This is an optimization exercise on Yosys and OpenROAD, whose aim is small area, a short achievable clock period and few clock cycles per item, not a production implementation.
No functional check of the RTL was part of any run shown here.
Power is estimated from default activity; no workload was simulated.

$ cat flow/flow/run.sh
#!/bin/bash
set -e
MARGIN=${MARGIN:-6.3}
bash standard.sh finish SETUP_SLACK_MARGIN=$MARGIN > standard.log 2>&1
$ cat flow/design.v
package audio_pkg;
    typedef logic signed [15:0] sample_t;    
    typedef struct packed {
        sample_t left;                       
        sample_t right;
    } stereo_t;
    typedef logic [$clog2(16)-1:0] win_idx_t;
    typedef struct packed {
        logic first;                         
        logic last;                          
    } frame_tag_t;
    typedef struct packed {
        logic     slot;
        win_idx_t index;
        stereo_t  data;
    } buf_wr_t;
    localparam logic [16*16-1:0] hann_coef = {
        16'd1247,  16'd4799,  16'd10114, 16'd16384,
        16'd22654, 16'd27969, 16'd31522, 16'd32768,
        16'd31522, 16'd27969, 16'd22654, 16'd16384,
        16'd10114, 16'd4799,  16'd1247,  16'd0
    };
endpackage
package sdram_pkg;
    typedef logic [23-1:0] mem_addr_t;    
    typedef logic [31:0]              mem_data_t;    
    typedef struct packed {
        logic      read;
        logic      write;
        mem_addr_t addr;
        mem_data_t writedata;                        
    } mem_req_t;
endpackage
module pitch_mul_a (
    input  logic [15:0] x,
    input  logic [3:0]  cidx,
    output logic [22:0] s,
    output logic [22:0] c,
    output logic        cin
);
    logic [30:0] xs;
    logic [30:0] r0, r1, r2, r3, r4, k, rt;
    logic [3:0] e0;
    logic n0;
    logic [2:0] e1;
    logic n1;
    logic [2:0] e2;
    logic n2;
    logic [2:0] e3;
    logic n3;
    logic [0:0] e4;
    logic n4;
    logic et;
    assign xs = {{15{x[15]}}, x};
    always_comb begin
        e0 = '0; n0 = 1'b0; e1 = '0; n1 = 1'b0; e2 = '0; n2 = 1'b0; e3 = '0; n3 = 1'b0; e4 = '0; n4 = 1'b0; et = 1'b0; k = '0;
        case (cidx)
            4'd0: begin  end    
            4'd1: begin e0[3] = 1'b1; e1[2] = 1'b1; e2[2] = 1'b1; n2 = 1'b1; e3[2] = 1'b1; n3 = 1'b1; k = 31'd33; end    
            4'd2: begin e0[2] = 1'b1; e1[1] = 1'b1; e2[0] = 1'b1; n2 = 1'b1; e3[0] = 1'b1; n3 = 1'b1; e4[0] = 1'b1; n4 = 1'b1; k = 31'd321; end    
            4'd3: begin e0[1] = 1'b1; e1[0] = 1'b1; e2[1] = 1'b1; n2 = 1'b1; e3[1] = 1'b1; k = 31'd128; end    
            4'd4: begin e0[0] = 1'b1; end    
            4'd5: begin e0[1] = 1'b1; n0 = 1'b1; e1[0] = 1'b1; n1 = 1'b1; e2[1] = 1'b1; e3[1] = 1'b1; n3 = 1'b1; et = 1'b1; k = 31'd10242; end    
            4'd6: begin e0[2] = 1'b1; n0 = 1'b1; e1[1] = 1'b1; n1 = 1'b1; e2[0] = 1'b1; e3[0] = 1'b1; e4[0] = 1'b1; et = 1'b1; k = 31'd5120; end    
            4'd7: begin e0[3] = 1'b1; n0 = 1'b1; e1[2] = 1'b1; n1 = 1'b1; e2[2] = 1'b1; e3[1] = 1'b1; et = 1'b1; k = 31'd1280; end    
            4'd8: begin et = 1'b1; end    
            4'd9: begin e0[3] = 1'b1; n0 = 1'b1; e1[2] = 1'b1; n1 = 1'b1; e2[2] = 1'b1; e3[1] = 1'b1; et = 1'b1; k = 31'd1280; end    
            4'd10: begin e0[2] = 1'b1; n0 = 1'b1; e1[1] = 1'b1; n1 = 1'b1; e2[0] = 1'b1; e3[0] = 1'b1; e4[0] = 1'b1; et = 1'b1; k = 31'd5120; end    
            4'd11: begin e0[1] = 1'b1; n0 = 1'b1; e1[0] = 1'b1; n1 = 1'b1; e2[1] = 1'b1; e3[1] = 1'b1; n3 = 1'b1; et = 1'b1; k = 31'd10242; end    
            4'd12: begin e0[0] = 1'b1; end    
            4'd13: begin e0[1] = 1'b1; e1[0] = 1'b1; e2[1] = 1'b1; n2 = 1'b1; e3[1] = 1'b1; k = 31'd128; end    
            4'd14: begin e0[2] = 1'b1; e1[1] = 1'b1; e2[0] = 1'b1; n2 = 1'b1; e3[0] = 1'b1; n3 = 1'b1; e4[0] = 1'b1; n4 = 1'b1; k = 31'd321; end    
            4'd15: begin e0[3] = 1'b1; e1[2] = 1'b1; e2[2] = 1'b1; n2 = 1'b1; e3[2] = 1'b1; n3 = 1'b1; k = 31'd33; end    
            default: ;
        endcase
    end
    logic [30:0] xs0;
    assign xs0 = {{15{x[15] ^ n0}}, x ^ {16{n0}}};
    assign r0 = ({31{e0[0]}} & (xs0 << 14))
        | ({31{e0[1]}} & (xs0 << 13))
        | ({31{e0[2]}} & (xs0 << 12))
        | ({31{e0[3]}} & (xs0 << 10));
    logic [30:0] xs1;
    assign xs1 = {{15{x[15] ^ n1}}, x ^ {16{n1}}};
    assign r1 = ({31{e1[0]}} & (xs1 << 11))
        | ({31{e1[1]}} & (xs1 << 10))
        | ({31{e1[2]}} & (xs1 << 8));
    logic [30:0] xs2;
    assign xs2 = {{15{x[15] ^ n2}}, x ^ {16{n2}}};
    assign r2 = ({31{e2[0]}} & (xs2 << 8))
        | ({31{e2[1]}} & (xs2 << 7))
        | ({31{e2[2]}} & (xs2 << 5));
    logic [30:0] xs3;
    assign xs3 = {{15{x[15] ^ n3}}, x ^ {16{n3}}};
    assign r3 = ({31{e3[0]}} & (xs3 << 6))
        | ({31{e3[1]}} & (xs3 << 1))
        | ({31{e3[2]}} & (xs3 << 0));
    logic [30:0] xs4;
    assign xs4 = {{15{x[15] ^ n4}}, x ^ {16{n4}}};
    assign r4 = ({31{e4[0]}} & (xs4 << 0));
    assign rt = {31{et}} & {xs[15:0], 15'd0};
    logic [30:0] rtk;
    assign rtk = rt | k;
    logic [30:0] t0, u0, m0;
    assign t0 = r0 ^ r1 ^ r2;
    assign m0 = (r0 & r1) | (r0 & r2) | (r1 & r2);
    assign u0 = {m0[29:0], 1'b0};
    logic [30:0] t1, u1, m1;
    assign t1 = r3 ^ r4 ^ rtk;
    assign m1 = (r3 & r4) | (r3 & rtk) | (r4 & rtk);
    assign u1 = {m1[29:0], 1'b0};
    logic [30:0] t2, u2, m2;
    assign t2 = t0 ^ u0 ^ t1;
    assign m2 = (t0 & u0) | (t0 & t1) | (u0 & t1);
    assign u2 = {m2[29:0], 1'b0};
    logic [30:0] t3, u3, m3;
    assign t3 = t2 ^ u2 ^ u1;
    assign m3 = (t2 & u2) | (t2 & u1) | (u2 & u1);
    assign u3 = {m3[29:0], 1'b0};
    logic [8:0] lo_sum;
    assign lo_sum = {1'b0, t3[7:0]} + {1'b0, u3[7:0]};
    assign cin = lo_sum[8];
    assign s = t3[30:8];
    assign c = u3[30:8];
endmodule
module pitch_core (
    input  logic       i_clk,
    input  logic       reset,
    input  logic       start,
    input  sdram_pkg::mem_addr_t  src_addr,
    input  sdram_pkg::mem_addr_t  dst_addr,
    input  logic [3:0] speed,
    output logic       done,
    output sdram_pkg::mem_req_t   mem_req,
    input  sdram_pkg::mem_data_t  mem_readdata,
    input  logic       finished
);
    typedef sdram_pkg::mem_addr_t mem_addr_t;
    typedef enum logic [2:0] {S_IDLE, S_HDR, S_LEN, S_LEN2, S_WALK, S_END, S_DONE} state_e;
    state_e      st;
    logic        hdr_first;
    logic [3:0]  h;
    logic        lt8;                
    logic        eq8;                
    logic [2:0]  step;               
    logic [2:0]  r;                  
    mem_addr_t   srcq;               
    mem_addr_t   dstq;               
    logic [23:0] lmh;                
    logic [23:0] remh;               
    mem_addr_t   wa;                 
    mem_addr_t   rp;                 
    logic [3:0]  d;                  
    logic        first;              
    logic [1:0]  nsh;                
    logic [31:0] lo, hi, nxt;
    logic        nxt_v;
    logic        nx_wrap;            
    logic [3:0]  nx_d;
    logic [2:0]  nx_inc;             
    logic        nx_sh;              
    logic [1:0]  cstep;
    logic [15:0] a_x;
    logic [3:0]  a_c;
    logic        a_v, a_last, a_init;
    logic [22:0] qs, qc;             
    logic        qcin;
    logic        q_v, q_last, q_init;
    logic [15:0] acc0, acc1;         
    logic [31:0] res;
    logic        res_v;
    mem_addr_t   res_addr;
    logic        req_rd, req_wr;
    mem_addr_t   req_addr;
    logic [31:0] req_wdata;
    assign mem_req = {req_rd, req_wr, req_addr, req_wdata};
    function automatic logic [8:0] nx_of(input logic [3:0] dv, input logic lt8_i,
                                         input logic eq8_i, input logic [3:0] h_i,
                                         input logic [2:0] step_i);
        logic [4:0] ds;
        logic       w;
        logic [2:0] inc;
        if (lt8_i) begin
            w   = (dv >= h_i);
            ds  = w ? {1'b0, dv - h_i} : {1'b0, dv} + {2'b0, step_i};
            inc = step_i;
        end else begin
            ds  = {1'b0, dv} + {2'b0, step_i};
            w   = (ds >= {1'b0, h_i});
            if (w) ds = ds - {1'b0, h_i};
            inc = w ? {2'b0, eq8_i} : step_i;
        end
        nx_of = {w, ds[3:0], inc, lt8_i ? !w : 1'b1};
    endfunction
    logic [8:0]  nx_a, nx_b;
    logic [3:0]  d_b;
    assign d_b  = (st == S_WALK) ? {1'b0, r + 3'd1} : 4'd0;
    assign nx_a = nx_of(nx_d, lt8, eq8, h, step);
    assign nx_b = nx_of(d_b, lt8, eq8, h, step);
    logic [8:0]  nx_sel;
    assign nx_sel = (advance && !chain_end) ? nx_a : nx_b;
    logic        chain_end, last_chain, pf_next;
    assign chain_end  = remh[23] & (nx_wrap | (!lt8 & nx_d[3]));
    assign last_chain = ((r + 3'd1) == step);
    assign pf_next    = lt8 ? (nx_sh || (!remh[23] && remh[22:3] != 20'd0)) : !chain_end;
    logic [23:0] rem_sub;
    assign rem_sub = remh - ((st == S_LEN) ? 24'd16 : {20'd0, h});
    logic        has_out, pos_ok;
    logic [1:0]  c_last;
    logic        slot_ok, issue, issue_last, advance;
    logic        port_free, rd_fin, avail, fetched;
    logic [1:0]  need, nsh_after;
    logic        shift_now;
    logic        fin_now, wr_avail, rd_possible, want_cur, want_pf, wr_issue, rd_issue;
    mem_addr_t   rd_addr;
    assign has_out = (d[3] == 1'b0);
    assign pos_ok  = (st == S_WALK) && (nsh == 2'd0);
    assign c_last  = (lt8 ? first : (d == 4'd0 && !first)) ? 2'd1 : 2'd3;
    assign fin_now    = q_v && q_last;                   
    assign slot_ok    = !(a_v && a_last) && !fin_now && !res_v;
    logic        early_ok;
    assign early_ok   = (st == S_WALK) && (nsh == 2'd1) && !eq8 && !cstep[1];
    assign issue      = (pos_ok || early_ok) && has_out
                        && ((cstep != c_last) || (pos_ok && slot_ok));
    assign issue_last = issue && (cstep == c_last);
    assign advance    = pos_ok && (!has_out || issue_last);
    assign port_free = !(req_rd | req_wr) | finished;
    assign rd_fin    = finished & req_rd & (st == S_WALK);
    assign avail     = nxt_v | rd_fin;
    assign fetched   = nxt_v | req_rd;
    always_comb begin
        if (!advance)       need = nsh;
        else if (chain_end) need = last_chain ? 2'd0 : (lt8 ? 2'd2 : 2'd1);
        else                need = {1'b0, nx_sh};
    end
    assign shift_now = (st == S_WALK) && (need != 2'd0) && avail;
    assign nsh_after = need - {1'b0, shift_now};
    assign wr_avail    = res_v || fin_now;
    assign rd_possible = (st == S_WALK) && !nxt_v && (!req_rd || (need != 2'd0));
    assign want_cur    = req_rd ? (need == 2'd2) : (nsh != 2'd0);
    assign want_pf     = req_rd ? (!advance && nsh == 2'd1 && pf_next)
                                : (pos_ok && (pf_next || (chain_end && !last_chain)));
    assign wr_issue    = port_free && wr_avail && !(rd_possible && want_cur);
    assign rd_issue    = port_free && rd_possible && !wr_issue && (want_cur || want_pf);
    assign rd_addr     = req_rd ? rp + mem_addr_t'(step) : ((pos_ok && chain_end) ? srcq : rp);
    logic [15:0] x;
    logic        selw, is_tail;
    logic [22:0] ms, mc;
    logic        mcin;
    always_comb begin
        selw = cstep[1] | eq8 | nsh[0];
        case ({selw, cstep[0]})
            2'd0: x = lo[31:16];
            2'd1: x = lo[15:0];
            2'd2: x = hi[31:16];
            default: x = hi[15:0];
        endcase
        is_tail = lt8 ? cstep[1] : !cstep[1];
    end
    pitch_mul_a i_mul (.x(a_x), .cidx(a_c), .s(ms), .c(mc), .cin(mcin));
    logic [22:0] tot;
    logic [15:0] acc_in, sum;
    logic [31:0] out_word;
    assign acc_in   = q_init ? 16'd0 : acc1;
    assign tot      = {acc_in, 7'd0} + qs + qc + {22'd0, qcin};
    assign sum      = tot[22:7];
    assign out_word = {acc0, sum};      
    always_ff @(posedge i_clk) begin
        if (reset) begin
            st            <= S_IDLE;
            done          <= 1'b0;
            req_rd  <= 1'b0;
            req_wr <= 1'b0;
            nsh           <= 2'd0;
            nxt_v         <= 1'b0;
            a_v           <= 1'b0;
            q_v           <= 1'b0;
            res_v         <= 1'b0;
        end else begin
            done <= 1'b0;
            a_v  <= issue;
            q_v  <= a_v;
            if (port_free) begin
                req_rd  <= 1'b0;
                req_wr <= 1'b0;
            end
            if (wr_issue) req_wr <= 1'b1;
            if (rd_issue) req_rd  <= 1'b1;
            if (st == S_WALK) nsh <= nsh_after;
            if (shift_now)   nxt_v <= 1'b0;
            else if (rd_fin) nxt_v <= 1'b1;
            if (fin_now && !wr_issue) res_v <= 1'b1;
            else if (wr_issue)        res_v <= 1'b0;
            case (st)
                S_IDLE: if (start) begin
                    req_rd <= 1'b1;
                    st           <= S_HDR;
                end
                S_HDR: if (finished) st <= S_LEN;
                S_LEN: st <= (lmh[22:4] == 19'd0) ? S_END : S_LEN2;
                S_LEN2: begin
                    nsh <= lt8 ? 2'd2 : 2'd1;
                    st  <= S_WALK;
                end
                S_WALK: if (advance && chain_end && last_chain) st <= S_END;
                S_END: begin
                    if (!a_v && !q_v && !res_v && (!req_wr || finished)) begin
                        done <= 1'b1;
                        st   <= S_DONE;
                    end
                end
                S_DONE: st <= S_IDLE;
                default: st <= S_IDLE;
            endcase
        end
    end
    always_ff @(posedge i_clk) begin
        a_x     <= x;
        a_c     <= {is_tail, d[2:0]};
        a_init  <= !cstep[1] || (lt8 ? (d == 4'd0) : first);
        a_last  <= (cstep == c_last);
        qs      <= ms;
        qc      <= mc;
        qcin    <= mcin;
        q_init  <= a_init;
        q_last  <= a_last;
        if (advance || st == S_LEN2) begin
            nx_wrap <= nx_sel[8];
            nx_d    <= nx_sel[7:4];
            nx_inc  <= nx_sel[3:1];
            nx_sh   <= nx_sel[0];
        end
        if (shift_now) begin
            lo <= hi;
            hi <= nxt_v ? nxt : mem_readdata;
        end else if (rd_fin) begin
            nxt <= mem_readdata;
        end
        if (q_v) begin
            acc1 <= acc0;
            acc0 <= sum;
        end
        if (fin_now) res <= out_word;
        if (wr_issue) begin
            req_addr      <= res_addr;
            req_wdata <= res_v ? res : out_word;
        end
        if (rd_issue) begin
            req_addr <= rd_addr;
            rp       <= rd_addr;
        end
        if (rd_fin) rp <= rp + mem_addr_t'(step);
        case (st)
            S_IDLE: begin
                srcq      <= src_addr;
                dstq      <= dst_addr;
                h         <= (speed == 4'd0) ? 4'd8 : speed;
                hdr_first <= 1'b1;
                req_addr <= src_addr;
            end
            S_HDR: begin
                hdr_first <= 1'b0;
                if (hdr_first) begin
                    srcq <= srcq + 1'b1;
                    dstq <= dstq + 1'b1;
                    lt8  <= (h < 4'd8);
                    eq8  <= (h == 4'd8);
                    step <= (h < 4'd8) ? 3'(4'd8 - h) : (h == 4'd8) ? 3'd1 : 3'(h - 4'd8);
                end
                lmh  <= {1'b0, mem_readdata[31:9]};
                remh <= {1'b0, mem_readdata[31:9]};
            end
            S_LEN: remh <= rem_sub;
            S_LEN2: begin
                lmh   <= rem_sub;
                remh  <= rem_sub;
                r     <= 3'd0;
                d     <= 4'd0;
                first <= 1'b1;
                wa    <= dstq;
                rp    <= srcq;
                srcq  <= srcq + 1'b1;
                dstq  <= dstq + 1'b1;
                cstep <= lt8 ? 2'd0 : 2'd2;
            end
            S_WALK: begin
                if (issue) cstep <= cstep + 2'd1;
                if (issue_last) res_addr <= wa;
                if (advance) begin
                    if (chain_end) begin
                        r     <= r + 3'd1;
                        d     <= {1'b0, r + 3'd1};
                        first <= 1'b1;
                        remh  <= lmh;
                        wa    <= dstq;
                        dstq  <= dstq + 1'b1;
                        srcq  <= srcq + 1'b1;
                        cstep <= lt8 ? 2'd0 : 2'd2;
                        if (!fetched && !rd_issue) rp <= srcq;
                    end else begin
                        d  <= nx_d;
                        wa <= wa + mem_addr_t'(nx_inc);
                        if (nx_wrap) begin
                            first <= 1'b0;
                            remh  <= rem_sub;
                        end
                        if (lt8) cstep <= (nx_d == 4'd0 && !(first && !nx_wrap)) ? 2'd2 : 2'd0;
                        else     cstep <= (first && !nx_wrap) ? 2'd2 : 2'd0;
                    end
                end
            end
            default: ;
        endcase
    end
endmodule
$ cat flow/config.mk
export PLATFORM = sky130hd
export DESIGN_NAME = pitch_core
export DESIGN_NICKNAME = pitch_core
export VERILOG_FILES = /design/flow/design.v
export SDC_FILE = /design/flow/constraint.sdc
export NUM_CORES = 4
export LEC_CHECK = 0
export CAP_MARGIN = 20
export CORE_MARGIN = 2
export CORE_UTILIZATION = 40
export SETUP_SLACK_MARGIN = 5
export SLEW_MARGIN = 20
$ cat flow/constraint.sdc
create_clock -name core_clock -period 10.0 [get_ports {i_clk}]
set_input_delay 2.0000 -clock core_clock [delete_from_list [all_inputs] [get_ports {i_clk}]]
set_output_delay 2.0000 -clock core_clock [all_outputs]
set_load 0.01 [all_outputs]
$ cat flow/standard.sh
#!/bin/bash
# synth_recipe.tcl (not shown) runs the flow's synth.tcl, then flattens the netlist and writes it again
# the make line also repeats each setting of config.mk as NAME=value (left out here)
make -C /OpenROAD-flow-scripts/flow DESIGN_CONFIG=/design/flow/config.mk WORK_HOME=/design/flow/orfs CLKGATE_MAP_FILE= SYNTH_SCRIPT=/design/flow/synth_recipe.tcl "${@:-finish}"
==> tab_implementation.tex, run 1 <==
\begin{tabular}{lr}
\hline
Metric & Value \\
\hline
\multicolumn{2}{l}{\textbf{Global routing}} \\
Pin count of the biggest net entering global routing & 89 \\
Overflow left after global routing & 0 \\
Initial antenna violation count & 2 \\
First-pass GRT wire length & 114 mm \\
Number of global-route vias before repair & 20891 \\
Overall global routing resource usage & a little under a fifth \\
\multicolumn{2}{l}{\textbf{STA}} \\
Total count of max-transition violations in the final report & 0 \\
Setup violations, final & 0 \\
Worst slew slack as a fraction of its limit & 34.9\% \\
Final Hold Vio Count & 0 \\
Final total negative setup slack & 0 ns \\
Peak clock frequency supported by timing & approximately 280 MHz \\
Setup repair after global routing missed its margin & true \\
Transition time of the tightest slew-check pin & 0.968 ns \\
Least setup slack across all paths after layout & 6.38 ns \\
Final clock skew & 0.0432 ns \\
Worst Hold Margin & 0.329 ns \\
Share of the cycle needed by the critical path after routing & 36.2\% \\
Final period demand of the worst path & 3.62 ns \\
\multicolumn{2}{l}{\textbf{Yosys}} \\
Most used DFF post-synth & sky130\_fd\_sc\_hd\_\_edfxtp\_1 \\
Number of library cell types mapped by synthesis & 88 \\
Fraction of post-synthesis cell area in the top cell type by area & 40.2\% \\
Mean instance size in the synthesized netlist & 11.1 sq um \\
Share of flip-flops with an asynchronous set or reset after synthesis & 0\% \\
Number of instances in the synthesized netlist & 2597 \\
Yosys warning count & 2 \\
Area leader, netlist & sky130\_fd\_sc\_hd\_\_edfxtp\_1 \\
Cell with the most instances after synthesis & sky130\_fd\_sc\_hd\_\_edfxtp\_1 \\
Top cells by area in the synthesized netlist & sky130\_fd\_sc\_hd\_\_edfxtp\_1, sky130\_fd\_sc\_hd\_\_dfxtp\_1, sky130\_fd\_sc\_hd\_\_fa\_1, sky130\_fd\_sc\_hd\_\_ha\_1, sky130\_fd\_sc\_hd\_\_nand2\_1 \\
Register bit total from synthesis & slightly above 500 \\
Sequential area share after synthesis & 48.5\% \\
Cell area after synthesis & 28700 sq um \\
EDFF count, synth & 384 \\
Synth Net Count & 2886 \\
Most frequent cells after synthesis & sky130\_fd\_sc\_hd\_\_edfxtp\_1, sky130\_fd\_sc\_hd\_\_nand2\_1, sky130\_fd\_sc\_hd\_\_nor2\_1 \\
\multicolumn{2}{l}{\textbf{Route}} \\
Total via count in the routed design & 20396 \\
DRC violation count after routing & 0 \\
Overall routed net length & 71.2 mm \\
Wire length per cell & 19.2 um \\
Detailed router's first-iteration violation count & 1520 \\
First-pass detailed-route iteration total & 7 \\
Vias per Instance & 5.50 \\
ANT nets after route & 0 \\
\multicolumn{2}{l}{\textbf{CTS}} \\
H-Tree Depth & 2 \\
Clock network latency to the later pin of the worst-skew pair & 0.63 ns \\
Clock edge transition at the registers on the reported setup and hold paths & 0.07 ns \\
Bufs on Longest Clock Path & 3 \\
Clock tree from TritonCTS & built \\
Clock sinks & 503 \\
Clk root buf & sky130\_fd\_sc\_hd\_\_clkbuf\_16 \\
CTS buffer count & 56 \\
\multicolumn{2}{l}{\textbf{Finish}} \\
\# fillers & 6380 \\
Nets & roughly 3000 \\
Fraction of final layout cells sized beyond drive strength 1 & a little under an eighth \\
Area growth from synthesis to layout & 16.6\% \\
Core occupancy in the finished layout & around 47\% \\
Final standard cell area without fillers & 33500 sq um \\
Diodes inserted & 0 \\
\multicolumn{2}{l}{\textbf{Worst hold path}} \\
Worst min-delay path class & reg2reg \\
\multicolumn{2}{l}{\textbf{Floorplanning}} \\
Number of core rows & 98 \\
Chip height & 272 um \\
Initial Utilization & roughly two fifths \\
I/O pin total & 144 \\
Placeable core area & slightly above 70000 sq um \\
Die boundary width & 272 um \\
DIE AREA & between 70000 and 80000 sq um \\
\multicolumn{2}{l}{\textbf{Setup path}} \\
Endpoint class of the critical path & flip-flop \\
Crit path largest cell delay & 0.33 ns \\
Arrival @ worst endpoint & 4.00 ns \\
Dominant delay contributor by cell family on the critical path & compound AO/OA/AOI/OAI gates \\
Type of the worst setup path & in2reg \\
Biggest fanout along the worst timing path & 6 \\
Ordered cell list for the critical path & dlygate4sd2\_1 -> o21bai\_1 -> nand2\_2 -> a211oi\_4 -> o22ai\_4 -> nor2\_4 -> buf\_12 -> mux2\_2 -> mux2\_2 \\
Buffers plus inverters on the worst setup path & 2 \\
Worst Path Required & 10.38 ns \\
Cell repeated most along the worst path & sky130\_fd\_sc\_hd\_\_mux2\_2 \\
Kind of launch point of the worst setup path & primary input \\
Worst-path cell with the longest stage delay & sky130\_fd\_sc\_hd\_\_mux2\_2 \\
\multicolumn{2}{l}{\textbf{Flow run}} \\
Total of max-cap violations & 0 \\
\multicolumn{2}{l}{\textbf{Place}} \\
Port bufs & 143 \\
Half-perimeter wire length after detailed placement & 49.2 mm \\
Global placement routability congestion & 0.896 \\
Standard cell area after detailed placement & between 30000 and 40000 sq um \\
Setup slack at placement & 4.87 ns \\
\multicolumn{2}{l}{\textbf{Power and ir drop}} \\
Worst IR drop on VDD & around 0.00013 V \\
Static Leak & 0.0125 uW \\
Power per cell area & roughly 200 nW/um\^{}2 \\
\multicolumn{2}{l}{\textbf{Run status}} \\
Run status & no timing/DRC/antenna violations \\
\hline
\end{tabular}
==> sequential cells by signal, indices dropped and copies added, names as in the netlist, 23 cells and up <==
register,cells
hi,32
lo,32
nxt,32
req_wdata,32
res,32
lmh,24
remh,24
dstq,23
qc,23
qs,23
req_addr,23
res_addr,23
rp,23
srcq,23
wa,23
==> power breakdown <==
group / total (uW) / internal [uW] / switching [uW]
clock: 2100 / 1230 / 871
combinational: 1850 / 806 / 1050
sequential: 2870 / 2640 / 224
==> metrics by stage <==
step,total power [uW],instances
floorplan,4170,2597
global route,7220,3711
detailed placement,4710,3579
global placement,4650,3578
CTS,6870,3697
finish,6820,3711
==> layer usage <==
metal  vias up  part of all wire, %  GRT usage, %
met5         -                0.039             0
met4         4                  2.5          5.86
met3       122                  5.1          2.84
met2       609                   49          33.2
met1     10071                   43          24.7
li1       9590                    -             -
==> cell families (layout without fill, tap and decap cells) <==
group,after synthesis,in the layout,share of synthesized area (%)
mux,125,125,5.42
xor+xnor,188,188,5.78
fa+ha+maj,203,203,11.8
compound gates,544,544,12.7
flops,503,503,48.5
buf+inv,307,470,4.15
simple gates,727,728,11.7
==> timing repair <==
action                                  CTS  global route
cloned                                    1             0
hold buffers                              0             0
endpoints found under the setup margin  193            80
resized for setup                        36            17
buffers inserted                         11            14
pin swaps                                 6             2
==> final cells by class <==
| cell class | count | area, sq um | area share, % |
|---|---|---|---|
| clock buffers | 77 | 1570 | 4.70 |
| clock inverters | 29 | 308 | 0.919 |
| repair buffers | 209 | 2030 | 6.08 |
| flip-flops and latches | 503 | 13900 | 41.6 |
| well taps | 950 | 1190 | 3.55 |
| inverters | 155 | 584 | 1.75 |
| multi-input cells | 1788 | 13900 | 41.4 |
==> path summary, 6_finish.rpt <==
check,end,slack (ns),from,depth (start not counted)
min reg2reg,q_init,0.33,a_init,0
min,q_init,0.33,a_init,0
max reg2reg,nx_d[1],6.45,r[0],11
max,req_addr[21],6.38,finished,9
==> cell usage in the layout, fill, tap and decap left out, drive strengths merged, types with 91 or more instances in the layout <==
master	Yosys	layout
inv	153	157
dfxtp	119	119
nor2	203	204
clkdlybuf4s50	0	141
nand2	266	266
fa	113	113
xor2	96	96
edfxtp	384	384
xnor2	91	91
o21ai	128	128
a21oi	138	138
==> worst register-to-register path: cells and delay by family, from the launching register on <==
kind / cells / cell delay, ns
AOI/OAI and AO/OA: 5 / 0.88
adders and majority gates: 3 / 1.35
buffers and inverters: 1 / 0.18
DFF: 1 / 0.45
muxes: 1 / 0.30
and+or+nand+nor: 1 / 0.12
==> run 2: changes to the inputs <==
==> flow/flow/run.sh (replaced) <==
#!/bin/bash
set -e
MARGIN=${MARGIN:-6.7}
bash standard.sh finish SETUP_SLACK_MARGIN=$MARGIN > standard.log 2>&1
==> run 2 against run 1 <==
Compared with the run above:
- clock skew decreased by 0.0011 ns
- combinational power increased by 14%
- hold slack got worse by 0.0012 ns
- power grew 2.1%
- global-route usage up 0.66 points
- clock power shrank 5%
==> tab_implementation.tex, run 2 <==
\begin{tabular}{lr}
\hline
Metric & Value \\
\hline
\multicolumn{2}{l}{\textbf{Run status}} \\
Run status & no timing/DRC/antenna violations \\
\multicolumn{2}{l}{\textbf{Yosys}} \\
Mean instance size in the synthesized netlist & 11.1 sq um (unchanged) \\
Fraction of post-synthesis cell area in the top cell type by area & 40.2\% (unchanged) \\
Register bit total from synthesis & 503 (unchanged) \\
Sequential area share after synthesis & 48.5\% (unchanged) \\
Cell area after synthesis & 28700 sq um (unchanged) \\
Share of flip-flops with an asynchronous set or reset after synthesis & 0\% (unchanged) \\
Most frequent cells after synthesis & sky130\_fd\_sc\_hd\_\_edfxtp\_1, sky130\_fd\_sc\_hd\_\_nand2\_1, sky130\_fd\_sc\_hd\_\_nor2\_1 \\
EDFF count, synth & 384 (unchanged) \\
Yosys warning count & 2 (unchanged) \\
Number of library cell types mapped by synthesis & 88 (unchanged) \\
Top cells by area in the synthesized netlist & sky130\_fd\_sc\_hd\_\_edfxtp\_1, sky130\_fd\_sc\_hd\_\_dfxtp\_1, sky130\_fd\_sc\_hd\_\_fa\_1, sky130\_fd\_sc\_hd\_\_ha\_1, sky130\_fd\_sc\_hd\_\_nand2\_1 \\
Number of instances in the synthesized netlist & 2597 (unchanged) \\
Area leader, netlist & sky130\_fd\_sc\_hd\_\_edfxtp\_1 \\
Cell with the most instances after synthesis & sky130\_fd\_sc\_hd\_\_edfxtp\_1 \\
Synth Net Count & 2886 (unchanged) \\
Most used DFF post-synth & sky130\_fd\_sc\_hd\_\_edfxtp\_1 \\
\multicolumn{2}{l}{\textbf{Floorplanning}} \\
Chip height & 272 um (unchanged) \\
Die boundary width & 272 um (unchanged) \\
Number of core rows & 98 (unchanged) \\
Placeable core area & 71200 sq um (unchanged) \\
Initial Utilization & 40.3\% (unchanged) \\
I/O pin total & 144 (unchanged) \\
DIE AREA & 73900 sq um (unchanged) \\
\multicolumn{2}{l}{\textbf{Place}} \\
Setup slack at placement & 4.84 ns (-0.0321 ns) \\
Global placement routability congestion & 0.892 (-0.46\%) \\
Port bufs & 143 (unchanged) \\
Half-perimeter wire length after detailed placement & 49.3 mm (+0.28\%) \\
Placed instance count & 3576 (-0.084\%) \\
\multicolumn{2}{l}{\textbf{Route}} \\
Detailed router's first-iteration violation count & 1637 (+7.7\%) \\
Wire length per cell & 19.6 um (+2.3\%) \\
Total via count in the routed design & 20818 (+2.1\%) \\
First-pass detailed-route iteration total & 9 (+2) \\
DRC violation count after routing & 0 (unchanged) \\
ANT nets after route & 0 (unchanged) \\
Overall routed net length & 74.2 mm (+4.2\%) \\
Vias per Instance & 5.51 (+0.18\%) \\
\multicolumn{2}{l}{\textbf{Worst hold path}} \\
Worst min-delay path class & reg2reg \\
\multicolumn{2}{l}{\textbf{Finish}} \\
Area growth from synthesis to layout & 20.1\% \\
Diodes inserted & 0 (unchanged) \\
Nets & 3073 (+2.4\%) \\
Most used cells in the layout excluding fill and tap cells & sky130\_fd\_sc\_hd\_\_edfxtp\_1, sky130\_fd\_sc\_hd\_\_nand2\_1, sky130\_fd\_sc\_hd\_\_nor2\_1, sky130\_fd\_sc\_hd\_\_inv\_1, sky130\_fd\_sc\_hd\_\_a21oi\_1 \\
Commonest non-fill, non-tap cell in the layout & sky130\_fd\_sc\_hd\_\_edfxtp\_1 \\
Post-Layout Cell Count & 3781 (+1.9\%) \\
Fraction of final layout cells sized beyond drive strength 1 & 17.6\% (+5.7 points) \\
\multicolumn{2}{l}{\textbf{Global routing}} \\
Overall global routing resource usage & 19.8\% (+0.66 points) \\
Number of global-route vias before repair & 21424 (+2.6\%) \\
Initial antenna violation count & 1 (-1) \\
Overflow left after global routing & 0 (unchanged) \\
Pin count of the biggest net entering global routing & 89 (unchanged) \\
First-pass GRT wire length & 117 mm (+3.1\%) \\
\multicolumn{2}{l}{\textbf{STA}} \\
Setup repair after global routing missed its margin & true \\
Worst Hold Margin & 0.328 ns (-0.00122 ns) \\
Least setup slack across all paths after layout & 6.59 ns (+0.216 ns) \\
Share of the cycle needed by the critical path after routing & 34.1\% (-2.2 points) \\
Setup violations, final & 0 (unchanged) \\
Final period demand of the worst path & 3.41 ns (-0.216 ns) \\
Transition time of the tightest slew-check pin & 0.896 ns (-0.0727 ns) \\
Worst slew slack as a fraction of its limit & 40.3\% (+5.4 points) \\
Total count of max-transition violations in the final report & 0 (unchanged) \\
Final clock skew & 0.0421 ns (-0.00111 ns) \\
Final total negative setup slack & 0 ns (unchanged) \\
Peak clock frequency supported by timing & 293 MHz (+6.4\%) \\
Final Hold Vio Count & 0 (unchanged) \\
\multicolumn{2}{l}{\textbf{Setup path}} \\
Arrival @ worst endpoint & 3.76 ns (-0.24 ns) \\
Biggest fanout along the worst timing path & 4 (-2) \\
Kind of launch point of the worst setup path & flip-flop \\
Type of the worst setup path & reg2reg \\
Worst Path Required & 10.35 ns (-0.03 ns) \\
Endpoint class of the critical path & flip-flop \\
\multicolumn{2}{l}{\textbf{CTS}} \\
Hold-fix buffers at CTS & 0 (unchanged) \\
Clock tree from TritonCTS & built \\
Clock network latency to the later pin of the worst-skew pair & 0.63 ns (about the same) \\
Clk root buf & sky130\_fd\_sc\_hd\_\_clkbuf\_16 \\
Clock sinks & 503 (unchanged) \\
Clock edge transition at the registers on the reported setup and hold paths & 0.07 ns (about the same) \\
Bufs on Longest Clock Path & 3 (unchanged) \\
H-Tree Depth & 2 (unchanged) \\
CTS buffer count & 56 (unchanged) \\
\multicolumn{2}{l}{\textbf{Power and ir drop}} \\
Power per cell area & 202 nW/um\^{}2 (-0.92\%) \\
Worst IR drop on VDD & 0.000133 V (+6.2\%) \\
Static Leak & 0.0130 uW (+3.9\%) \\
\multicolumn{2}{l}{\textbf{Flow run}} \\
Total of max-cap violations & 0 (unchanged) \\
\hline
\end{tabular}
-- run 2: what timing repair did --
item | 4_1_cts | 5_1_grt
gates resized for setup | 268 | 64
endpoints found under the setup margin | 422 | 143
gates cloned | 6 | 2
setup buffers | 56 | 36
pin swaps | 39 | 47
-- run 2: per-stage QoR --
| stage | cell area [sq um] | utilization (%) | total power [uW] |
|---|---|---|---|
| after floorplan | 28900 | - | 4180 |
| after global placement | 31200 | 43.8 | 4670 |
| after detailed placement | 31200 | 43.8 | 4730 |
| after CTS | 34000 | 47.7 | 6930 |
| after global routing | 34500 | 48.4 | 7380 |
| final | 34500 | 48.4 | 6960 |
-- run 2: cells by family (layout without fill, tap and decap cells) --
| family | count (synthesis) | in the layout | synth area share (%) |
|---|---|---|---|
| and+or+nand+nor | 727 | 730 | 11.7 |
| AOI/OAI and AO/OA | 544 | 544 | 12.7 |
| DFF | 503 | 503 | 48.5 |
| buffers and inverters | 307 | 538 | 4.15 |
| adders and majority gates | 203 | 203 | 11.8 |
| xor gates and xnor gates | 188 | 188 | 5.78 |
| muxes | 125 | 125 | 5.42 |
-- run 2: metal layers --
layer | vias up | GRT usage [%] | wire (um)
met1 | 10248 | 25.1 | 31200
li1 | 9733 | - | -
met2 | 682 | 34.7 | 36600
met5 | - | 0 | 14
met4 | 2 | 6.75 | 2230
met3 | 153 | 2.69 | 4070
-- run 2: area by class of cell --
type | instances | area, sq um
inverter | 155 | 593
fill | 6350 | 36800
multi-input combinational | 1790 | 14400
tap | 950 | 1190
clock buffer | 71 | 1490
clock inverter | 34 | 280
sequential | 503 | 14000
timing repair buffer | 278 | 2570
-- run 2: report_power, final --
group | switching [uW] | leakage [uW] | total (uW) | internal (uW)
clock | 866 | 0.000866 | 2000 | 1130
combinational | 1150 | 0.00759 | 2110 | 957
sequential | 218 | 0.00455 | 2860 | 2640
total | 2230 | 0.0130 | 6960 | 4730
-- run 2: path summary, 6_finish.rpt --
kind	startpoint	end	slack, ns	cells after the start
worst max-delay path	q_init	req_wdata[15]	6.59	14
worst min-delay path	a_init	q_init	0.33	0
worst max register to register	q_init	req_wdata[15]	6.59	14
worst min register to register	a_init	q_init	0.33	0
-- run 2: critical path, cell delays in order (launching register included) --
cell and delay [ns]:
sky130_fd_sc_hd__dfxtp_4 0.38, sky130_fd_sc_hd__buf_8 0.14, sky130_fd_sc_hd__nor2b_4 0.11, sky130_fd_sc_hd__fa_1 0.45, sky130_fd_sc_hd__ha_4 0.30, sky130_fd_sc_hd__nand4_1 0.14
sky130_fd_sc_hd__or3b_4 0.40, sky130_fd_sc_hd__o211ai_1 0.18, sky130_fd_sc_hd__o31a_1 0.26, sky130_fd_sc_hd__o21ai_2 0.08, sky130_fd_sc_hd__o211ai_1 0.17, sky130_fd_sc_hd__buf_4 0.17
sky130_fd_sc_hd__buf_6 0.10, sky130_fd_sc_hd__and4_1 0.20, sky130_fd_sc_hd__nor3_2 0.05
==> run 3: changes to the inputs <==
==> flow/flow/run.sh (replaced) <==
#!/bin/bash
set -e
MARGIN=${MARGIN:-6.5}
bash standard.sh finish SETUP_SLACK_MARGIN=$MARGIN > standard.log 2>&1
--- a/flow/config.mk
+++ b/flow/config.mk
@@ -8,5 +8,8 @@
 export CAP_MARGIN = 20
 export CORE_MARGIN = 2
 export CORE_UTILIZATION = 40
+export CTS_BUF_LIST = sky130_fd_sc_hd__clkbuf_16
+export CTS_CLUSTER_DIAMETER = 80
+export CTS_CLUSTER_SIZE = 20
 export SETUP_SLACK_MARGIN = 5
 export SLEW_MARGIN = 20
==> run 3 against run 2 <==
Compared with the run above:
- first-iteration DRC count decreased by 0.67%
- register-to-register slack about the same
- flip-flop and latch count unchanged
- clock skew decreased by 0.0026 ns
- global-route usage decreased by 0.30 points
- largest cell class unchanged
- critical endpoint is now req_addr[21]
- hold slack got worse by 0.00093 ns
- still clean on timing, DRC and antenna
- power decreased by 9.1%
- non-clock buffer count decreased by 49
- count of clock-buffer cells in the layout decreased by 33
- core utilization decreased by 1.8 points
- combinational power decreased by 8%
- sequential share of layout area increased by 1.5 points
==> tab_implementation.tex, run 3 <==
\begin{tabular}{lr}
\hline
Metric & Value \\
\hline
\multicolumn{2}{l}{\textbf{Run status}} \\
Run status & no timing/DRC/antenna violations \\
\multicolumn{2}{l}{\textbf{Yosys}} \\
Most used DFF post-synth & sky130\_fd\_sc\_hd\_\_edfxtp\_1 \\
Cell area after synthesis & 28700 sq um (unchanged) \\
Area leader, netlist & sky130\_fd\_sc\_hd\_\_edfxtp\_1 \\
Register bit total from synthesis & 503 (unchanged) \\
Yosys warning count & 2 (unchanged) \\
Fraction of post-synthesis cell area in the top cell type by area & 40.2\% (unchanged) \\
Mean instance size in the synthesized netlist & 11.1 sq um (unchanged) \\
Cell with the most instances after synthesis & sky130\_fd\_sc\_hd\_\_edfxtp\_1 \\
Sequential area share after synthesis & 48.5\% (unchanged) \\
Synth Net Count & 2886 (unchanged) \\
Most frequent cells after synthesis & sky130\_fd\_sc\_hd\_\_edfxtp\_1, sky130\_fd\_sc\_hd\_\_nand2\_1, sky130\_fd\_sc\_hd\_\_nor2\_1 \\
Number of instances in the synthesized netlist & 2597 (unchanged) \\
EDFF count, synth & 384 (unchanged) \\
Share of flip-flops with an asynchronous set or reset after synthesis & 0\% (unchanged) \\
Number of library cell types mapped by synthesis & 88 (unchanged) \\
Top cells by area in the synthesized netlist & sky130\_fd\_sc\_hd\_\_edfxtp\_1, sky130\_fd\_sc\_hd\_\_dfxtp\_1, sky130\_fd\_sc\_hd\_\_fa\_1, sky130\_fd\_sc\_hd\_\_ha\_1, sky130\_fd\_sc\_hd\_\_nand2\_1 \\
\multicolumn{2}{l}{\textbf{Finish}} \\
\# fillers & 6449 (+1.6\%) \\
Nets & 3005 (-2.2\%) \\
Commonest non-fill, non-tap cell in the layout & sky130\_fd\_sc\_hd\_\_edfxtp\_1 \\
Fraction of final layout cells sized beyond drive strength 1 & 13.2\% (-4.4 points) \\
Area growth from synthesis to layout & 15.7\% \\
Most used cells in the layout excluding fill and tap cells & sky130\_fd\_sc\_hd\_\_edfxtp\_1, sky130\_fd\_sc\_hd\_\_nand2\_1, sky130\_fd\_sc\_hd\_\_nor2\_1, sky130\_fd\_sc\_hd\_\_inv\_1, sky130\_fd\_sc\_hd\_\_a21oi\_1 \\
Diodes inserted & 0 (unchanged) \\
\multicolumn{2}{l}{\textbf{Floorplanning}} \\
Chip height & 272 um (unchanged) \\
DIE AREA & 73900 sq um (unchanged) \\
Placeable core area & 71200 sq um (unchanged) \\
I/O pin total & 144 (unchanged) \\
Initial Utilization & 40.3\% (unchanged) \\
Die boundary width & 272 um (unchanged) \\
Number of core rows & 98 (unchanged) \\
\multicolumn{2}{l}{\textbf{Setup path}} \\
Crit path largest cell delay & 0.33 ns (-0.12 ns) \\
Crit Reg-Reg Endpoint & req\_addr[21] \\
Endpoint class of the critical path & flip-flop \\
Type of the worst setup path & in2reg \\
Stages on worst setup path & 9 (-5) \\
Ordered cell list for the critical path & buf\_2 -> o21bai\_2 -> nand2\_2 -> a211oi\_4 -> o22ai\_4 -> nor2\_4 -> buf\_12 -> mux2\_4 -> mux2\_4 \\
Biggest fanout along the worst timing path & 7 (+3) \\
Dominant delay contributor by cell family on the critical path & compound AO/OA/AOI/OAI gates \\
Cell repeated most along the worst path & sky130\_fd\_sc\_hd\_\_mux2\_4 \\
Worst-path cell with the longest stage delay & sky130\_fd\_sc\_hd\_\_a211oi\_4 \\
Worst Path Required & 10.35 ns (about the same) \\
Startpoint of the worst register-to-register path & remh[17] \\
Slack of the worst reg-to-reg path & 6.60 ns (about the same) \\
CP startpoint & finished \\
Arrival @ worst endpoint & 3.81 ns (+0.05 ns) \\
CP Capture Point & req\_addr[21] \\
Kind of launch point of the worst setup path & primary input \\
Number of cells traversed by the worst register-to-register path & 7 (-7) \\
Buffers plus inverters on the worst setup path & 2 (-1) \\
\multicolumn{2}{l}{\textbf{STA}} \\
Setup violations, final & 0 (unchanged) \\
Setup repair after global routing missed its margin & true \\
Peak clock frequency supported by timing & 289 MHz (-1.4\%) \\
Share of the cycle needed by the critical path after routing & 34.6\% (+0.48 points) \\
Worst slew slack as a fraction of its limit & 34.2\% (-6.1 points) \\
Final Hold Vio Count & 0 (unchanged) \\
Total count of max-transition violations in the final report & 0 (unchanged) \\
Final clock skew & 0.0395 ns (-0.00256 ns) \\
Final total negative setup slack & 0 ns (unchanged) \\
Final period demand of the worst path & 3.46 ns (+0.0483 ns) \\
Worst Hold Margin & 0.327 ns (-0.000931 ns) \\
Transition time of the tightest slew-check pin & 0.983 ns (+0.0873 ns) \\
\multicolumn{2}{l}{\textbf{Power and ir drop}} \\
Worst IR drop on VDD & 0.000134 V (+0.31\%) \\
Static Leak & 0.0125 uW (-3.9\%) \\
Power per cell area & 190 nW/um\^{}2 (-5.7\%) \\
Post-layout power & 6330 uW (-9.1\%) \\
\multicolumn{2}{l}{\textbf{Global routing}} \\
Overflow left after global routing & 0 (unchanged) \\
Initial antenna violation count & 2 (+1) \\
Number of global-route vias before repair & 20853 (-2.7\%) \\
First-pass GRT wire length & 115 mm (-1.8\%) \\
Pin count of the biggest net entering global routing & 89 (unchanged) \\
Overall global routing resource usage & 19.5\% (-0.30 points) \\
\multicolumn{2}{l}{\textbf{Place}} \\
Half-perimeter wire length after detailed placement & 49.2 mm (-0.15\%) \\
Global placement routability congestion & 0.904 (+1.3\%) \\
Port bufs & 143 (unchanged) \\
\multicolumn{2}{l}{\textbf{CTS}} \\
CTS buffer count & 36 (-36\%) \\
Hold-fix buffers at CTS & 0 (unchanged) \\
Clock tree from TritonCTS & built \\
Clock sinks & 503 (unchanged) \\
Clock edge transition at the registers on the reported setup and hold paths & 0.08 ns (about the same) \\
Clk root buf & sky130\_fd\_sc\_hd\_\_clkbuf\_16 \\
H-Tree Depth & 2 (unchanged) \\
Bufs on Longest Clock Path & 3 (unchanged) \\
Clock network latency to the later pin of the worst-skew pair & 0.59 ns (-0.04 ns) \\
\multicolumn{2}{l}{\textbf{Route}} \\
Vias per Instance & 5.54 (+0.69\%) \\
Overall routed net length & 71.8 mm (-3.2\%) \\
DRC violation count after routing & 0 (unchanged) \\
Total via count in the routed design & 20473 (-1.7\%) \\
Wire length per cell & 19.4 um (-0.87\%) \\
ANT nets after route & 0 (unchanged) \\
First-pass detailed-route iteration total & 6 (-3) \\
Detailed router's first-iteration violation count & 1626 (-0.67\%) \\
\multicolumn{2}{l}{\textbf{Flow run}} \\
Total of max-cap violations & 0 (unchanged) \\
\multicolumn{2}{l}{\textbf{Worst hold path}} \\
Worst min-delay path class & reg2reg \\
\hline
\end{tabular}
[run 3: cell counts after synthesis]
No cell type changed its count.
[run 3: routing by layer]
| layer | vias to the layer above | wire length, um | global-route usage, % |
|---|---|---|---|
| li1 | 9575 | - | - |
| met1 | 10043 | 30000 | 25.0 |
| met2 | 719 | 35200 | 33.8 |
| met3 | 132 | 4300 | 2.56 |
| met4 | 4 | 2310 | 6.74 |
| met5 | - | 33 | 0 |
[run 3: what timing repair did]
| item | CTS | global route |
|---|---|---|
| cloned | 5 | 0 |
| setup endpoints to repair | 277 | 126 |
| pin swaps | 15 | 23 |
| gates resized for setup | 99 | 58 |
| setup buffers | 27 | 22 |
[run 3: final cells by class]
type | count | area, sq um | area share [%]
clock buffers | 38 | 951 | 2.86
clock inverters | 27 | 228 | 0.685
inverters | 155 | 591 | 1.78
multi-input cells | 1791 | 14200 | 42.6
flip-flops and latches | 503 | 13900 | 42.0
well taps | 950 | 1190 | 3.58
repair buffers | 229 | 2160 | 6.51
[run 3: logic make-up (layout without fill, tap and decap cells)]
family	Yosys count	count (layout)	synth area share, %
AOI/OAI and AO/OA	544	544	12.7
xor gates and xnor gates	188	188	5.78
adders and majority gates	203	203	11.8
buffers and inverters	307	449	4.15
DFF	503	503	48.5
muxes	125	125	5.42
and+or+nand+nor	727	731	11.7
[run 3: through the flow]
stage	cell area (sq um)	worst slack (ns)	std cells	utilization (%)
after global routing	33200	6.46	3693	46.6
after global placement	31100	4.95	3574	43.7
after detailed placement	31100	4.85	3574	43.7
after CTS	32900	6.39	3671	46.2
final	33200	6.54	3693	46.6
after floorplan	28800	5.72	2597	-
[run 3: how the worst min path moves through the flow]
stage / start / to / slack (ns) / cells past startpoint
5_1_grt: a_init / q_init / 0.33 / 0
4_1_cts: a_init / q_init / 0.33 / 0
3_5_place_dp: a_init / q_init / 0.31 / 0
6_report: a_init / q_init / 0.33 / 0
3_3_place_gp: a_init / q_init / 0.32 / 0
2_1_floorplan: a_init / q_init / 0.31 / 0
[run 3: where the power goes]
part	total, uW	internal (uW)	switching [uW]
Sequential	2860	2640	223
Combinational	1950	871	1080
Clock	1520	741	783
Total	6330	4250	2080
==> run 4: changes to the inputs <==
--- a/flow/design.v
+++ b/flow/design.v
@@ -225,7 +225,7 @@
     assign issue_last = issue && (cstep == c_last);
     assign advance    = pos_ok && (!has_out || issue_last);
     assign port_free = !(req_rd | req_wr) | finished;
-    assign rd_fin    = finished & req_rd & (st == S_WALK);
+    assign rd_fin    = finished & req_rd & (st == S_WALK || st == S_LEN || st == S_LEN2);
     assign avail     = nxt_v | rd_fin;
     assign fetched   = nxt_v | req_rd;
     always_comb begin
@@ -294,9 +294,13 @@
             case (st)
                 S_IDLE: if (start) begin
                     req_rd <= 1'b1;
-                    st           <= S_HDR;
+                    nxt_v  <= 1'b0;
+                    st     <= S_HDR;
+                end
+                S_HDR: if (finished) begin
+                    req_rd <= 1'b1;
+                    st     <= S_LEN;
                 end
-                S_HDR: if (finished) st <= S_LEN;
                 S_LEN: st <= (lmh[22:4] == 19'd0) ? S_END : S_LEN2;
                 S_LEN2: begin
                     nsh <= lt8 ? 2'd2 : 2'd1;
@@ -304,7 +308,7 @@
                 end
                 S_WALK: if (advance && chain_end && last_chain) st <= S_END;
                 S_END: begin
-                    if (!a_v && !q_v && !res_v && (!req_wr || finished)) begin
+                    if (!a_v && !q_v && !res_v && (!(req_wr || req_rd) || finished)) begin
                         done <= 1'b1;
                         st   <= S_DONE;
                     end
@@ -369,6 +373,10 @@
                 end
                 lmh  <= {1'b0, mem_readdata[31:9]};
                 remh <= {1'b0, mem_readdata[31:9]};
+                if (finished) begin
+                    req_addr <= srcq;
+                    rp       <= srcq;
+                end
             end
             S_LEN: remh <= rem_sub;
             S_LEN2: begin
@@ -378,7 +386,6 @@
                 d     <= 4'd0;
                 first <= 1'b1;
                 wa    <= dstq;
-                rp    <= srcq;
                 srcq  <= srcq + 1'b1;
                 dstq  <= dstq + 1'b1;
                 cstep <= lt8 ? 2'd0 : 2'd2;
--- a/flow/config.mk
+++ b/flow/config.mk
@@ -8,8 +8,5 @@
 export CAP_MARGIN = 20
 export CORE_MARGIN = 2
 export CORE_UTILIZATION = 40
-export CTS_BUF_LIST = sky130_fd_sc_hd__clkbuf_16
-export CTS_CLUSTER_DIAMETER = 80
-export CTS_CLUSTER_SIZE = 20
 export SETUP_SLACK_MARGIN = 5
 export SLEW_MARGIN = 20
==> run 4 against run 3 <==
Compared with the run above:
- still clean on timing, DRC and antenna
- area after synthesis increased by 0.84%
- clock power up 36%
- worst setup slack lost 0.0086 ns
- hold slack better by 0.0075 ns
- clock skew grew 0.012 ns
- register-to-register slack worse by 0.06 ns
- global-route usage is 0.87 points higher
- core utilization increased by 1.0 points
- synthesized cell count rose by 3.5%
- count of clock-buffer cells in the layout grew 33
- die area increased by 0.83%
- cell count rose by 3.1%
- critical path type is now reg2reg
- critical endpoint is now nx_inc[0]
==> tab_implementation.tex, run 4 <==
\begin{tabular}{lr}
\hline
Metric & Value \\
\hline
\multicolumn{2}{l}{\textbf{Global routing}} \\
First-pass GRT wire length & 120 mm (+4.0\%) \\
Overflow left after global routing & 0 (unchanged) \\
Pin count of the biggest net entering global routing & 90 (+1.1\%) \\
Initial antenna violation count & 2 (unchanged) \\
Overall global routing resource usage & 20.3\% (+0.87 points) \\
Number of global-route vias before repair & 21095 (+1.2\%) \\
\multicolumn{2}{l}{\textbf{Finish}} \\
Nets & 3096 (+3.0\%) \\
\# fillers & 6539 (+1.4\%) \\
Combined area of the multi-input logic cells & 14500 sq um (+2.4\%) \\
Register cell area after layout & 13700 sq um (-1.6\%) \\
Fraction of final layout cells sized beyond drive strength 1 & 13.8\% (+0.54 points) \\
Most used cells in the layout excluding fill and tap cells & sky130\_fd\_sc\_hd\_\_edfxtp\_1, sky130\_fd\_sc\_hd\_\_nand2\_1, sky130\_fd\_sc\_hd\_\_nor2\_1, sky130\_fd\_sc\_hd\_\_a21oi\_1, sky130\_fd\_sc\_hd\_\_inv\_1 \\
Area growth from synthesis to layout & 17.9\% \\
Commonest non-fill, non-tap cell in the layout & sky130\_fd\_sc\_hd\_\_edfxtp\_1 \\
Core occupancy in the finished layout & 47.6\% (+1.0 points) \\
\multicolumn{2}{l}{\textbf{Floorplanning}} \\
Die boundary width & 273 um (+0.41\%) \\
Number of core rows & 98 (unchanged) \\
Chip height & 273 um (+0.41\%) \\
Initial Utilization & 40.4\% (+0.13 points) \\
I/O pin total & 144 (unchanged) \\
DIE AREA & 74500 sq um (+0.83\%) \\
Placeable core area & 71600 sq um (+0.52\%) \\
\multicolumn{2}{l}{\textbf{STA}} \\
Share of the cycle needed by the critical path after routing & 34.6\% (+0.086 points) \\
Peak clock frequency supported by timing & 289 MHz (-0.25\%) \\
Setup violations, final & 0 (unchanged) \\
Final total negative setup slack & 0 ns (unchanged) \\
Final period demand of the worst path & 3.46 ns (+0.00861 ns) \\
Worst slew slack as a fraction of its limit & 28.4\% (-5.8 points) \\
Transition time of the tightest slew-check pin & 1.07 ns (+0.0910 ns) \\
Final Hold Vio Count & 0 (unchanged) \\
Total count of max-transition violations in the final report & 0 (unchanged) \\
Final clock skew & 0.0515 ns (+0.0120 ns) \\
Setup repair after global routing missed its margin & true \\
\multicolumn{2}{l}{\textbf{Setup path}} \\
Crit Reg-Reg Endpoint & nx\_inc[0] \\
Arrival @ worst endpoint & 3.86 ns (+0.05 ns) \\
Worst-path cell with the longest stage delay & sky130\_fd\_sc\_hd\_\_fa\_2 \\
Slack of the worst reg-to-reg path & 6.54 ns (-0.06 ns) \\
Type of the worst setup path & reg2reg \\
Buffers plus inverters on the worst setup path & 2 (unchanged) \\
Endpoint class of the critical path & flip-flop \\
Worst Path Required & 10.39 ns (+0.04 ns) \\
Crit path largest cell delay & 0.48 ns (+0.15 ns) \\
Biggest fanout along the worst timing path & 5 (-2) \\
Ordered cell list for the critical path & buf\_6 -> or3b\_4 -> or2\_4 -> inv\_4 -> ha\_4 -> fa\_2 -> ha\_4 -> a21o\_1 -> a21oi\_4 -> a21oi\_4 -> nor2\_2 -> a211oi\_2 -> mux2\_4 \\
Kind of launch point of the worst setup path & flip-flop \\
Startpoint of the worst register-to-register path & st[1] \\
Dominant delay contributor by cell family on the critical path & adder cells \\
Number of cells traversed by the worst register-to-register path & 13 (+6) \\
\multicolumn{2}{l}{\textbf{CTS}} \\
Clock sinks & 503 (unchanged) \\
CTS buffer count & 56 (+56\%) \\
Clk root buf & sky130\_fd\_sc\_hd\_\_clkbuf\_16 \\
Bufs on Longest Clock Path & 3 (unchanged) \\
H-Tree Depth & 2 (unchanged) \\
Clock network latency to the later pin of the worst-skew pair & 0.65 ns (+0.06 ns) \\
Clock tree from TritonCTS & built \\
Clock edge transition at the registers on the reported setup and hold paths & 0.06 ns (-0.02 ns) \\
\multicolumn{2}{l}{\textbf{Yosys}} \\
Area leader, netlist & sky130\_fd\_sc\_hd\_\_edfxtp\_1 \\
Cell area after synthesis & 28900 sq um (+0.84\%) \\
Mean instance size in the synthesized netlist & 10.8 sq um (-2.6\%) \\
Top cells by area in the synthesized netlist & sky130\_fd\_sc\_hd\_\_edfxtp\_1, sky130\_fd\_sc\_hd\_\_dfxtp\_1, sky130\_fd\_sc\_hd\_\_fa\_1, sky130\_fd\_sc\_hd\_\_ha\_1, sky130\_fd\_sc\_hd\_\_nand2\_1 \\
Most used DFF post-synth & sky130\_fd\_sc\_hd\_\_edfxtp\_1 \\
Most frequent cells after synthesis & sky130\_fd\_sc\_hd\_\_edfxtp\_1, sky130\_fd\_sc\_hd\_\_nand2\_1, sky130\_fd\_sc\_hd\_\_nor2\_1 \\
Cell with the most instances after synthesis & sky130\_fd\_sc\_hd\_\_edfxtp\_1 \\
Fraction of post-synthesis cell area in the top cell type by area & 37.4\% (-2.7 points) \\
Synth Net Count & 2977 (+3.2\%) \\
Number of library cell types mapped by synthesis & 71 (-19\%) \\
Yosys warning count & 2 (unchanged) \\
EDFF count, synth & 361 (-6.0\%) \\
Sequential area share after synthesis & 47.3\% (-1.2 points) \\
Number of instances in the synthesized netlist & 2688 (+3.5\%) \\
Share of flip-flops with an asynchronous set or reset after synthesis & 0\% (unchanged) \\
Register bit total from synthesis & 503 (unchanged) \\
\multicolumn{2}{l}{\textbf{Place}} \\
Port bufs & 143 (unchanged) \\
Half-perimeter wire length after detailed placement & 52.7 mm (+7.0\%) \\
Global placement routability congestion & 0.902 (-0.18\%) \\
\multicolumn{2}{l}{\textbf{Power and ir drop}} \\
Share of power burned in combinational logic & 35.2\% (+4.5 points) \\
Worst IR drop on VDD & 0.000148 V (+11\%) \\
Internal power consumption & 5160 uW (+21\%) \\
Static Leak & 0.0130 uW (+4.1\%) \\
Power share of the sequential group & 39.2\% (-6.0 points) \\
Clock power frac & 25.6\% (+1.5 points) \\
Power per cell area & 236 nW/um\^{}2 (+24\%) \\
Sw Ratio & 35.8\% (+2.9 points) \\
Post-layout power & 8040 uW (+27\%) \\
Net switching component of the power & 2880 uW (+38\%) \\
\multicolumn{2}{l}{\textbf{Route}} \\
DRC violation count after routing & 0 (unchanged) \\
Detailed router's first-iteration violation count & 1925 (+18\%) \\
First-pass detailed-route iteration total & 8 (+2) \\
ANT nets after route & 0 (unchanged) \\
Vias per Instance & 5.59 (+0.88\%) \\
Overall routed net length & 77.2 mm (+7.5\%) \\
Total via count in the routed design & 21285 (+4.0\%) \\
Wire length per cell & 20.3 um (+4.3\%) \\
\multicolumn{2}{l}{\textbf{Worst hold path}} \\
Hold wc startpoint & a\_init \\
Hold Path Cell Cnt & 0 (unchanged) \\
Terminating pin of the worst hold path & q\_init \\
Worst min-delay path class & reg2reg \\
\multicolumn{2}{l}{\textbf{Run status}} \\
Run status & no timing/DRC/antenna violations \\
\multicolumn{2}{l}{\textbf{Flow run}} \\
Total of max-cap violations & 0 (unchanged) \\
\hline
\end{tabular}
[run 4: cell count changes after synthesis, moves of 8 or more]
cell / delta
sky130_fd_sc_hd__xor2_1: +18
sky130_fd_sc_hd__nor2_1: +8
sky130_fd_sc_hd__o31ai_1: -14
sky130_fd_sc_hd__edfxtp_1: -23
sky130_fd_sc_hd__a211oi_1: +10
sky130_fd_sc_hd__o221a_2: -9
sky130_fd_sc_hd__mux2_2: +12
sky130_fd_sc_hd__buf_2: +13
sky130_fd_sc_hd__inv_1: -8
sky130_fd_sc_hd__nand3_1: +10
sky130_fd_sc_hd__a22oi_1: +24
sky130_fd_sc_hd__a21oi_1: +35
sky130_fd_sc_hd__dfxtp_1: +23
sky130_fd_sc_hd__o21ai_0: -18
[run 4: power groups by stage]
stage / clock [uW] / sequential (uW) / combinational (uW)
2_1_floorplan: 0 / 3000 / 2040
3_3_place_gp: 0 / 3190 / 2620
3_5_place_dp: 0 / 3190 / 2690
4_1_cts: 2100 / 3150 / 2770
5_1_grt: 2190 / 3190 / 3200
6_report: 2060 / 3150 / 2830
[run 4: kinds of logic (layout without fill, tap and decap cells)]
group	Yosys count	count (layout)	synth area share [%]
muxes	133	133	5.67
AOI/OAI and AO/OA	583	584	13.3
buffers and inverters	323	488	4.33
DFF	503	503	47.3
and+or+nand+nor	741	741	11.6
other	0	2	0
adders and majority gates	203	203	11.7
xor gates and xnor gates	202	202	6.16
[run 4: routing by layer]
| metal | vias up | wire length, um | track usage (%) |
|---|---|---|---|
| li1 | 9914 | - | - |
| met1 | 10428 | 33000 | 27.0 |
| met2 | 772 | 36300 | 33.7 |
| met3 | 171 | 5050 | 2.83 |
| met4 | 0 | 2840 | 8.04 |
| met5 | - | 0 | 0 |
[run 4: worst max-delay path by stage]
stage | startpoint | endpoint | slack (ns) | cells after the start
3_3_place_gp | finished | req_addr[15] | 4.60 | 10
6_report | st[1] | nx_inc[0] | 6.54 | 13
4_1_cts | i_mul.e4 | qs[3] | 6.46 | 8
3_5_place_dp | finished | req_addr[15] | 4.52 | 10
5_1_grt | remh[18] | rp[2] | 6.42 | 11
2_1_floorplan | finished | nsh[1] | 5.49 | 13
[run 4: stage by stage]
stage	std cells	setup WS (ns)	hold slack (ns)	cell area (sq um)
floorplan	2688	5.49	0.310	29100
global placement	3647	4.60	0.320	31300
detailed placement	3647	4.52	0.326	31300
CTS	3783	6.46	0.335	33800
global route	3805	6.42	0.340	34100
finish	3806	6.54	0.335	34100
[run 4: cell type report]
cell class | instances | share of cell area, %
diodes | 2 | 0.0147
clock buffers | 71 | 4.33
clock inverters | 34 | 1.05
inverters | 149 | 1.70
multi-input cells | 1863 | 42.5
flip-flops and latches | 503 | 40.2
well taps | 950 | 3.48
repair buffers | 233 | 6.67
repair inverters | 1 | 0.0220
[run 4: repair_timing]
item | 4_1_cts | 5_1_grt
pin swaps | 8 | 18
endpoints found under the hold margin | 0 | 0
endpoints found under the setup margin | 378 | 191
setup buffers | 25 | 18
resized for setup | 146 | 55
hold buffers | 0 | 0
cloned | 6 | 2
==> run 5: changes to the inputs <==
==> flow/flow/run.sh (replaced) <==
#!/bin/bash
set -e
MARGIN=${MARGIN:-6.6}
bash standard.sh finish SETUP_SLACK_MARGIN=$MARGIN > standard.log 2>&1
==> run 5 against run 4 <==
Compared with the run above:
- design area grew 1.2%
- clock power is essentially flat
- critical path depth is the same
- still clean
- die area is the same
- first-iteration DRC count grew 3.7%
- power grew 1.0%
- hold slack gained 0.015 ns
- largest power group unchanged
- synthesized cell count is the same
- worst setup slack gained 0.065 ns
- core utilization grew 0.56 points
==> tab_implementation.tex, run 5 <==
\begin{tabular}{lr}
\hline
Metric & Value \\
\hline
\multicolumn{2}{l}{\textbf{Power and ir drop}} \\
Power share of the sequential group & 38.8\% (-0.4 points) \\
Share of power burned in combinational logic & 35.7\% (+0.5 points) \\
Internal power consumption & 5220 uW (+1.1\%) \\
Net switching component of the power & 2900 uW (+0.87\%) \\
\multicolumn{2}{l}{\textbf{Run status}} \\
Run status & no timing/DRC/antenna violations \\
\multicolumn{2}{l}{\textbf{Setup path}} \\
Crit path largest cell delay & 0.30 ns (-0.18 ns) \\
Ordered cell list for the critical path & buf\_4 -> buf\_12 -> inv\_8 -> o21ai\_4 -> nand2\_2 -> a31oi\_4 -> buf\_4 -> o21a\_4 -> buf\_12 -> nand2\_1 -> o22ai\_2 -> a2111oi\_2 -> a221o\_1 \\
Kind of launch point of the worst setup path & primary input \\
Endpoint class of the critical path & flip-flop \\
Type of the worst setup path & in2reg \\
\multicolumn{2}{l}{\textbf{Finish}} \\
Fraction of final layout cells sized beyond drive strength 1 & 15.4\% (+1.6 points) \\
Commonest non-fill, non-tap cell in the layout & sky130\_fd\_sc\_hd\_\_edfxtp\_1 \\
Post-Layout Cell Count & 3826 (+0.53\%) \\
\multicolumn{2}{l}{\textbf{CTS}} \\
Clock edge transition at the registers on the reported setup and hold paths & 0.06 ns (about the same) \\
Clock network latency to the later pin of the worst-skew pair & 0.65 ns (about the same) \\
CTS buffer count & 55 (-1.8\%) \\
Clk root buf & sky130\_fd\_sc\_hd\_\_clkbuf\_16 \\
Clock sinks & 503 (unchanged) \\
Bufs on Longest Clock Path & 3 (unchanged) \\
\multicolumn{2}{l}{\textbf{STA}} \\
Share of the cycle needed by the critical path after routing & 34.0\% (-0.65 points) \\
Final Hold Vio Count & 0 (unchanged) \\
Final period demand of the worst path & 3.40 ns (-0.0651 ns) \\
\multicolumn{2}{l}{\textbf{Floorplanning}} \\
I/O pin total & 144 (unchanged) \\
DIE AREA & 74500 sq um (unchanged) \\
\multicolumn{2}{l}{\textbf{Route}} \\
Total via count in the routed design & 21411 (+0.59\%) \\
First-pass detailed-route iteration total & 6 (-2) \\
Detailed router's first-iteration violation count & 1997 (+3.7\%) \\
\multicolumn{2}{l}{\textbf{Place}} \\
Global placement routability congestion & 0.910 (+0.84\%) \\
Placed instance count & 3645 (-0.055\%) \\
\multicolumn{2}{l}{\textbf{Yosys}} \\
Top cells by area in the synthesized netlist & sky130\_fd\_sc\_hd\_\_edfxtp\_1, sky130\_fd\_sc\_hd\_\_dfxtp\_1, sky130\_fd\_sc\_hd\_\_fa\_1, sky130\_fd\_sc\_hd\_\_ha\_1, sky130\_fd\_sc\_hd\_\_nand2\_1 \\
Area fraction in and, or, nand and nor cells after synthesis & 11.6\% (unchanged) \\
Most used DFF post-synth & sky130\_fd\_sc\_hd\_\_edfxtp\_1 \\
Number of instances in the synthesized netlist & 2688 (unchanged) \\
\multicolumn{2}{l}{\textbf{Flow run}} \\
Total of max-cap violations & 0 (unchanged) \\
\hline
\end{tabular}
==> run 5: kinds of logic after synthesis <==
logic type | Yosys count
buffers and inverters | 323
adders and majority gates | 203
and+or+nand+nor | 741
DFF | 503
AOI/OAI and AO/OA | 583
muxes | 133
xor gates and xnor gates | 202
==> run 5: final cells by class <==
cell class	instances	share of cell area (%)
sequential	503	39.8
timing repair inverter	1	0.0217
timing repair buffer	253	7.34
tap	950	3.44
clock inverter	35	1.07
inverter	149	1.70
antenna	2	0.0145
multi-input combinational	1864	42.4
clock buffer	69	4.30
==> run 5: power groups by stage <==
stage | sequential (uW) | combinational [uW] | clock (uW)
3_3_place_gp | 3190 | 2630 | 0
3_5_place_dp | 3190 | 2700 | 0
5_1_grt | 3180 | 3280 | 2200
2_1_floorplan | 3000 | 2040 | 0
4_1_cts | 3140 | 2820 | 2110
6_report | 3150 | 2900 | 2070
==> run 5: per-stage QoR <==
stage	setup WS (ns)	instance area, sq um
4_1_cts	6.60	34000
3_3_place_gp	4.60	31300
2_1_floorplan	5.49	29200
5_1_grt	6.52	34500
3_5_place_dp	4.47	31300
6_report	6.60	34500
==> run 5: what timing repair did <==
item,in CTS,in global routing
buffers inserted,35,27
pin swaps,14,23
hold buffers,0,0
setup endpoints to repair,389,155
gates resized for setup,169,62
gates cloned,10,3
==> run 5: critical path: cells and delay by family <==
family	cells	cell delay, ns
buffers and inverters	5	0.64
AOI/OAI and AO/OA	6	1.03
and+or+nand+nor	2	0.20
==> run 5: path summary, 6_finish.rpt <==
kind | start | end | slack [ns] | cells past startpoint
max reg2reg | st[0] | nx_inc[0] | 6.61 | 12
min reg2reg | a_last | q_last | 0.35 | 0
min | a_last | q_last | 0.35 | 0
max | finished | rp[9] | 6.60 | 13
==> run 5: layer usage <==
| layer | vias to the layer above | share of wire (%) | global-route usage (%) |
|---|---|---|---|
| met5 | - | 0 | 0 |
| met1 | 10494 | 43 | 27.8 |
| li1 | 9946 | - | - |
| met2 | 798 | 47 | 33.4 |
| met3 | 173 | 6.3 | 3.22 |
| met4 | 0 | 3.8 | 8.18 |

Check on run 5: ideal ports give 6.601 ns setup slack; a clkbuf_16 on the clock port and buf_2 on the inputs give 6.555 ns; moving port delays by the midpoint clock arrival (0.683 ns) as well gives 5.960 ns.
